Context: an optimization exercise on an open-source flow, tuned for small area and a short achievable clock period. The choices shown serve that exercise and are no tape-out recipe. The RTL was checked by simulation tests, not by an equivalence proof against the original design. Power and IR drop assume default switching activity.

==> flow/design.v, too long to show whole: its modules and the start of the top module <==
// module mul_ci_pipe: 3335 lines
// module csa_fa: 10 lines
// module csa_ha: 9 lines
module mul_ci_pipe #(
    parameter int WIDTH = 32,
    parameter int PIPE  = 3
) (
    input  logic             clock,
    input  logic             aclr,
    input  logic             clken,
    input  logic             start,
    input  logic [2:0]       n,
    input  logic [WIDTH-1:0] dataa,
    input  logic [WIDTH-1:0] datab,
    output logic [WIDTH-1:0] result,
    output logic             done,
    output logic             busy
);
  // ...
==> flow/run.sh <==
#!/bin/bash
# synth_recipe.tcl (not shown) runs the flow's synth.tcl, then flattens the netlist and writes it again
# the make line also repeats each setting of config.mk as NAME=value (left out here)
make -C /OpenROAD-flow-scripts/flow DESIGN_CONFIG=/design/flow/config.mk WORK_HOME=/design/flow/orfs CLKGATE_MAP_FILE= SYNTH_SCRIPT=/design/flow/synth_recipe.tcl finish
==> flow/config.mk <==
export PLATFORM = sky130hd
export DESIGN_NAME = mul_ci_pipe
export DESIGN_NICKNAME = mul_ci_pipe
export VERILOG_FILES = /design/flow/design.v
export SDC_FILE = /design/flow/constraint.sdc
export NUM_CORES = 4
export LEC_CHECK = 0
export CAP_MARGIN = 20
export CORE_MARGIN = 2
export CORE_UTILIZATION = 40
export PLACE_DENSITY = 0.6
export SLEW_MARGIN = 20
export SYNTH_HIERARCHICAL = 1
export SYNTH_MINIMUM_KEEP_SIZE = 0
==> flow/constraint.sdc <==
create_clock -name core_clock -period 10.0 [get_ports {clock}]
set_input_delay 2.0000 -clock core_clock [delete_from_list [all_inputs] [get_ports {clock}]]
set_output_delay 2.0000 -clock core_clock [all_outputs]
set_load 0.01 [all_outputs]
==> impl_metrics.tcl, run 1 <==
set metrics [dict create \
    status "timing/DRC/antenna clean" \
    netlist_top_cells_area "edfxtp_1, fa_1, xnor2_1" \
    post-dp-hpwl_um 82250 \
    drive_above_1_share_pct 6.292 \
    ctsResizeCount 0 \
    highest_layer "met4" \
    port_buffers 104 \
    vias 30010 \
    power_leader "combinational logic" \
    start_kind "flip-flop" \
    hold_end "ph1_63" \
    cts_tree "yes" \
    peakVddDrop_mv 0.2365 \
    grt-ovfl-total 0 \
    seq_share_pct 31.12 \
    synth_mux_area_share_pct 0.1429 \
    synthCells 3601 \
    skew_ps 24.54 \
    yosysTopAreaCell "edfxtp_1" \
    inverters 38 \
    worst-r2r-setup-slack_ps 6310 \
    largest_class "multi-input gates" \
    layout.nets 4243 \
    reg2reg_to "result_q[24]" \
    synthFlopType "edfxtp_1" \
    synth_fa_ha_area_share_pct 27.88 \
    die_w_um 331.5 \
    crit_family "buffers and inverters" \
    worst_path_max_delay_cell "clkdlybuf4s50_1" \
    n_clock_buffer 67 \
    slew_violations 0 \
    pwr-share-seq_pct 24.9 \
]
==> run 2: changes to the inputs <==
--- a/flow/design.v
+++ b/flow/design.v
@@ -49,17 +49,22 @@
             v2_q <= 1'b0;
             v3_q <= 1'b0;
         end else if (clken) begin
             v1_q <= start;
             v2_q <= v1_q;
             v3_q <= v2_q;
         end
     end
-    assign busy = v1_q | v2_q | v3_q;
+    logic busy_q;
+    always_ff @(posedge clock) begin
+        if (aclr) busy_q <= 1'b0;
+        else if (clken) busy_q <= start | v1_q | v2_q;
+    end
+    assign busy = busy_q;
     logic sel_lo_q, sel_hi_q, sel_ah_q, is_mac_q, is_clr_q;
     always_ff @(posedge clock) begin
         if (clken) begin
             sel_lo_q <= (op2_q == 3'd0) || (op2_q == 3'd4) || (op2_q == 3'd5);
             sel_hi_q <= (op2_q == 3'd1) || (op2_q == 3'd2) || (op2_q == 3'd3);
             sel_ah_q <= (op2_q == 3'd6);
             is_mac_q <= (op2_q == 3'd4);
             is_clr_q <= (op2_q == 3'd5);
==> flow/flow/run.sh (new file) <==
#!/bin/bash
# The standard layout, with repair_timing aiming for more setup slack than the clock needs,
# so that the resizer works on the paths that set the achieved period. Everything else
# (synthesis, constraints, clock period, floorplan, power grid) is the standard flow.
set -euo pipefail
bash standard.sh SETUP_SLACK_MARGIN=6.5 finish > make_finish.log 2>&1
==> flow/standard.sh (new file) <==
#!/bin/bash
# synth_recipe.tcl (not shown) runs the flow's synth.tcl, then flattens the netlist and writes it again
# the make line also repeats each setting of config.mk as NAME=value (left out here)
make -C /OpenROAD-flow-scripts/flow DESIGN_CONFIG=/design/flow/config.mk WORK_HOME=/design/flow/orfs CLKGATE_MAP_FILE= SYNTH_SCRIPT=/design/flow/synth_recipe.tcl "${@:-finish}"
removed: flow/run.sh
==> impl_metrics.tcl, run 2 <==
set metrics [dict create \
    skew_ps 59.85 \
    power.density_mw_per_mm2 379.6 \
    grt-ovfl-total 0 \
    cts.sinks 491 \
    antenna_found_initial 1 \
    status "timing/DRC/antenna clean" \
    htree_levels 2 \
    die_w_um 332.5 \
    async_flop_share_pct 0 \
    hold_class "flip-flop to flip-flop" \
    rsz0062_at_grt "yes" \
    yosysTopAreaCellShare_pct 33.80 \
    fmax_ghz 0.2850 \
    dp_cells 4889 \
    drive_above_1_share_pct 8.782 \
    fin_setup_tns_ps 0 \
    clockRootBuffer "clkbuf_16" \
    maxCapViolations 0 \
    seq_area_mm2 0.01469 \
    grt_first_pass_wirelength_um 202300 \
    layout_commonest_cell "xnor2_1" \
    grt_pass1_vias 31560 \
    yosysTopAreaCell "edfxtp_1" \
    dieArea_mm2 0.1106 \
    numCtsBuffers 58 \
    synthDistinctLibCells 79 \
    max_slew_margin_pct 30.72 \
    crit_fanout 5 \
    worstMarginPinSlew_ps 1039 \
    rows 120 \
    initial_utilization_pct 40.33 \
    finalCriticalPeriod_ps 3509 \
    ys_ff_latch 491 \
    yosysMostFrequentCell "xnor2_1" \
    slew_violations 0 \
    max-clock-path-buffers 3 \
    synthFlopType "edfxtp_1" \
    fin_crit_sh_pct 35.09 \
    avgSynthCellArea_um2 11.84 \
    multi_input_area_mm2 0.02749 \
    cts_tree "yes" \
    clock_latency_ps 690 \
    core_region_area_mm2 0.1071 \
    netlist_top_cells_area "edfxtp_1, fa_1, xnor2_1" \
    port_buffers 104 \
    drtIter0Drc 3691 \
    instances_no_fill 5026 \
    ant_nets 0 \
    yosys_warnings 7 \
    peakVddDrop_mv 0.2464 \
    crit_required_ps 10500 \
    drc_errors 0 \
    syn_to_final_growth_pct 11.82 \
    dr.pass1.iters 7 \
    start_kind "flip-flop" \
    wire_per_inst_um 27.05 \
    grt_max_degree 177 \
    worstSetupEndpointType "flip-flop" \
    layout.nets 4303 \
    n_fill_cell 9813 \
    vias_per_cell 6.121 \
    hold_viol_final 0 \
    synthCells 3648 \
    postCtsHoldBufs 0 \
    synth_commonest_cells "xnor2_1, a22oi_1, fa_1" \
    yosysSeqAreaShare_pct 34.03 \
    pin_count 105 \
    crit_type "flip-flop to flip-flop" \
    synth_edf_count 486 \
    drt_wl_total_um 135900 \
    clkTransAtPathRegs_ps 70 \
    final_cell_mix "xnor2_1, a22oi_1, fa_1" \
    vias 30760 \
    grt_usage_pct 24.13 \
    syn_area_mm2 0.04318 \
    die_y_um 332.5 \
    gp_congestion 0.8839 \
    arrival_ps 4010 \
    setup_viol 0 \
    post-dp-hpwl_um 83480 \
    p_leak_nw 17.28 \
]
run 2: per-stage QoR:
| stage | setup slack [ps] | cell area (um2) | hold slack (ps) | total power [mW] | util, % |
|---|---|---|---|---|---|
| final | 6491 | 48280 | 409.1 | 18.33 | 45.10 |
| after global routing | 6412 | 48280 | 424.9 | 19.68 | 45.10 |
| after CTS | 6455 | 47550 | 413.1 | 17.94 | 44.42 |
| after detailed placement | 5574 | 45340 | 404.5 | 15.59 | 42.36 |
| after global placement | 5618 | 45340 | 402.2 | 15.38 | 42.36 |
| after floorplan | 5812 | 43270 | 400.3 | 11.70 | - |
run 2: logic make-up after synthesis:
| family | count (synthesis) | share of synthesized area (%) |
|---|---|---|
| fa+ha+maj | 658 | 27.71 |
| buf+inv | 404 | 3.515 |
| other cells | 1 | 0.008685 |
| flops | 491 | 34.03 |
| compound gates | 938 | 15.58 |
| xor+xnor | 658 | 13.35 |
| simple gates | 493 | 5.677 |
| mux | 5 | 0.1275 |
run 2: what timing repair did:
action                     4_1_cts  5_1_grt
hold endpoints to repair         0        0
pin swaps                        8       31
cloned                           0        4
setup endpoints to repair      171       81
setup buffers                   10       14
gates resized for setup         90      130
run 2: final cells by class:
cell class              instances  share of cell area [%]
well taps                    1403                   3.636
multi-input cells            2768                   56.94
inverters                      33                  0.2566
diodes                          2                 0.01037
clock buffers                  62                   3.037
flip-flops and latches        491                   30.43
repair buffers                222                   4.737
clock inverters                45                  0.9459
run 2: power breakdown:
part,switching [mW],internal (mW),total (mW)
clock,0.948,1.21,2.16
sequential,0.418,4.00,4.41
combinational,6.78,4.98,11.8
run 2: per-layer routing:
layer | part of all wire (%) | wire length [um] | up-vias | GRT usage, %
li1 | - | - | 12910 | -
met1 | 41 | 56340 | 15490 | 33.24
met2 | 44 | 60070 | 1988 | 36.77
met3 | 11 | 14290 | 381 | 6.104
met4 | 3.8 | 5230 | 0 | 8.859
met5 | 0 | 0 | - | 0
run 2: final timing paths:
| path | cells past startpoint | to | start | slack [ps] |
|---|---|---|---|---|
| max | 14 | result_q[31] | is_mac_q | 6490 |
| min | 0 | op2_q[0] | op1_q[0] | 410 |
| max reg2reg | 14 | result_q[31] | is_mac_q | 6490 |
| min reg2reg | 0 | op2_q[0] | op1_q[0] | 410 |
run 2: worst max-delay path, cell delays in order (launching register included):
cell	delay, ps
edfxtp_1	410
buf_6	170
buf_12	130
nand2_2	70
inv_1	70
ha_4	220
a211oi_2	310
o21ai_2	110
a221oi_4	310
o21a_2	190
a41o_1	260
o21ai_2	90
a221o_2	420
mux2_4	320
a41oi_4	250
run 2: per-module statistics from Yosys, one instance, submodules excluded:
module	area (um2)	times used	cells inside
mul_ci_pipe	32900	1	3122
csa_fa	20.02	492	1
csa_ha	12.51	34	1
==> run 3: changes to the inputs <==
--- a/flow/config.mk
+++ b/flow/config.mk
@@ -10,2 +10,4 @@
 export CORE_UTILIZATION = 40
+export CTS_CLUSTER_DIAMETER = 150
+export CTS_CLUSTER_SIZE = 20
 export PLACE_DENSITY = 0.6
==> impl_metrics.tcl, run 3 <==
set metrics [dict create \
    synthFlopType "edfxtp_1" \
    crit_fanout 8 \
    worstSetupEndpointType "flip-flop" \
    syn_area_mm2 0.04318 \
    max_slew_margin_pct 34.06 \
    slew_violations 0 \
    fin_crit_sh_pct 34.72 \
    rsz0062_at_grt "yes" \
    dieArea_mm2 0.1106 \
    yosysTopAreaCell "edfxtp_1" \
    hold_viol_final 0 \
    yosys_warnings 7 \
    drt_wl_total_um 134500 \
    status "timing/DRC/antenna clean" \
    instances_no_fill 4961 \
    grt_usage_pct 23.90 \
    core_region_area_mm2 0.1071 \
    cp_num_buf_inv 2 \
    max-clock-path-buffers 3 \
    synthCells 3648 \
    numCtsBuffers 28 \
    die_w_um 332.5 \
    utilization_pct 44.07 \
    p_leak_nw 16.76 \
    synthDistinctLibCells 79 \
    clkTransAtPathRegs_ps 90 \
    async_flop_share_pct 0 \
    wire_per_inst_um 27.11 \
    worstMarginPinSlew_ps 989.1 \
    yosysMostFrequentCell "xnor2_1" \
    drc_errors 0 \
    whs_ps 424.7 \
    grt_first_pass_wirelength_um 201200 \
    pin_count 105 \
    clock_latency_ps 660 \
    htree_levels 1 \
    ys_ff_latch 491 \
    dr.pass1.iters 6 \
    crit_chain "buf_12, buf_4, and2_4, ha_4, o211a_4, a221oi_4, o21a_2, a41o_1, o21ai_2, a221o_2, mux2_4, a41oi_4" \
    met2_length_um 60540 \
    grt-ovfl-total 0 \
    skew_ps 28.28 \
    synth_commonest_cells "xnor2_1, a22oi_1, fa_1" \
    drtIter0Drc 3601 \
    highest_layer "met4" \
    clockRootBuffer "clkbuf_16" \
    start_kind "flip-flop" \
    peakVddDrop_mv 0.2459 \
    dp_cells 4889 \
    cts_tree "yes" \
    grt_pass1_vias 31240 \
    fmax_ghz 0.2880 \
    postCtsHoldBufs 0 \
    grt_max_degree 177 \
    syn_to_final_growth_pct 9.262 \
    post-dp-hpwl_um 83480 \
    critPathMaxStageDelay_ps 460 \
    initial_utilization_pct 40.33 \
    rows 120 \
    crit_type "flip-flop to flip-flop" \
    final_cell_mix "xnor2_1, a22oi_1, fa_1" \
    layout_commonest_cell "xnor2_1" \
    hold_class "flip-flop to flip-flop" \
    arrival_ps 3940 \
    yosysSeqAreaShare_pct 34.03 \
    crit_family "compound AO/OA/AOI/OAI gates" \
    crit_required_ps 10470 \
    antenna_found_initial 1 \
    yosysTopAreaCellShare_pct 33.80 \
    maxCapViolations 0 \
    die_y_um 332.5 \
    vias 30510 \
    fin_setup_tns_ps 0 \
    vias_per_cell 6.150 \
    dr_wl_met3_um 14490 \
    cts.sinks 491 \
    power.density_mw_per_mm2 368.7 \
    finalCriticalPeriod_ps 3472 \
    setup_viol 0 \
    ant_nets 0 \
    avgSynthCellArea_um2 11.84 \
    layout.nets 4272 \
    netlist_top_cells_area "edfxtp_1, fa_1, xnor2_1" \
    drive_above_1_share_pct 7.169 \
    port_buffers 104 \
    worst_path_max_delay_cell "edfxtp_1" \
    synth_edf_count 486 \
    wl_met1_um 55370 \
    gp_congestion 0.8839 \
]
-- run 3: cell counts after synthesis --
No cell type changed its count.
-- run 3: final timing paths --
path	cells after the start	start	end	slack [ps]
setup / recovery	12	is_mac_q	result_q[31]	6530
hold / removal	0	op1_q[2]	op2_q[2]	420
setup reg to reg	12	is_mac_q	result_q[31]	6530
hold reg to reg	0	op1_q[2]	op2_q[2]	420
-- run 3: routing by layer --
metal	vias to the layer above	track usage [%]
li1	12800	-
met1	15380	33.17
met2	1997	36.81
met3	339	5.947
met4	0	7.447
met5	-	0
-- run 3: cell families (layout without fill, tap and decap cells) --
| family | count (synthesis) | in the layout | share of synthesized area, % |
|---|---|---|---|
| xor+xnor | 658 | 658 | 13.35 |
| simple gates | 493 | 493 | 5.677 |
| flops | 491 | 491 | 34.03 |
| other cells | 1 | 17 | 0.008685 |
| mux | 5 | 5 | 0.1275 |
| compound gates | 938 | 938 | 15.58 |
| buf+inv | 404 | 298 | 3.515 |
| fa+ha+maj | 658 | 658 | 27.71 |
-- run 3: layout make-up --
class | count | area, um2
clock inverters | 3 | 67.56
repair buffers | 221 | 2247
inverters | 33 | 123.9
clock buffers | 41 | 749.5
well taps | 1403 | 1755
multi-input cells | 2768 | 27540
diodes | 1 | 2.502
flip-flops and latches | 491 | 14690
fillers | 9917 | 59880
-- run 3: per-stage QoR --
stage / power [mW] / cell area [um2] / setup slack, ps
global route: 18.76 / 47170 / 6413
detailed placement: 15.59 / 45340 / 5574
global placement: 15.38 / 45340 / 5618
finish: 17.40 / 47180 / 6528
CTS: 17.01 / 46420 / 6439
floorplan: 11.70 / 43270 / 5812
-- run 3: power by group --
part	leakage, nW	switching (mW)	internal, mW
clock network	0.386	0.711	0.549
logic	11.5	6.75	4.98
registers	4.86	0.423	3.99
-- run 3: repair_timing --
item	in CTS	in global routing
pin swaps	9	33
gates resized for setup	82	148
endpoints found under the hold margin	0	0
setup buffers	9	17
cloned	0	1
endpoints found under the setup margin	162	86
-- run 3: Yosys stat by module (local to each module, per instance) --
module | cell area, um2 | cells inside
csa_fa | 20.02 | 1
csa_ha | 12.51 | 1
mul_ci_pipe | 32900 | 3122

==> re-timing with driven ports <==
Ports are ideal in the flow. The routed layouts listed here were re-timed in OpenROAD. Step 1 sets driving cells, clkbuf_16 on the clock port and buf_2 on the other inputs (assumed; they add their load-dependent delay and slew). Step 2 adds t to the input delays and takes it off the output delays; t is the mean of the earliest and latest rising clock arrival at the registers after step 1. Input paths then give back, and output paths get back, about the clock's delay inside the block. a / b / c = ideal / step 1 / step 2; a / b = the first two.
run	t (ns)	setup slack, ns	worst setup path after step 2	latest minus earliest clock arrival (ns)
run 1	0.728	6.119 / 6.052 / 5.532	input to register	0.030 / 0.030
run 2	0.730	6.491 / 6.481 / 6.000	input to register	0.060 / 0.060
run 3	0.718	6.528 / 6.485 / 6.010	input to register	0.029 / 0.029
After both steps setup and hold are still met in every run listed. The setup slack of run 1, which loses most, moves by -0.067 ns with the drivers and by -0.587 ns with both steps.
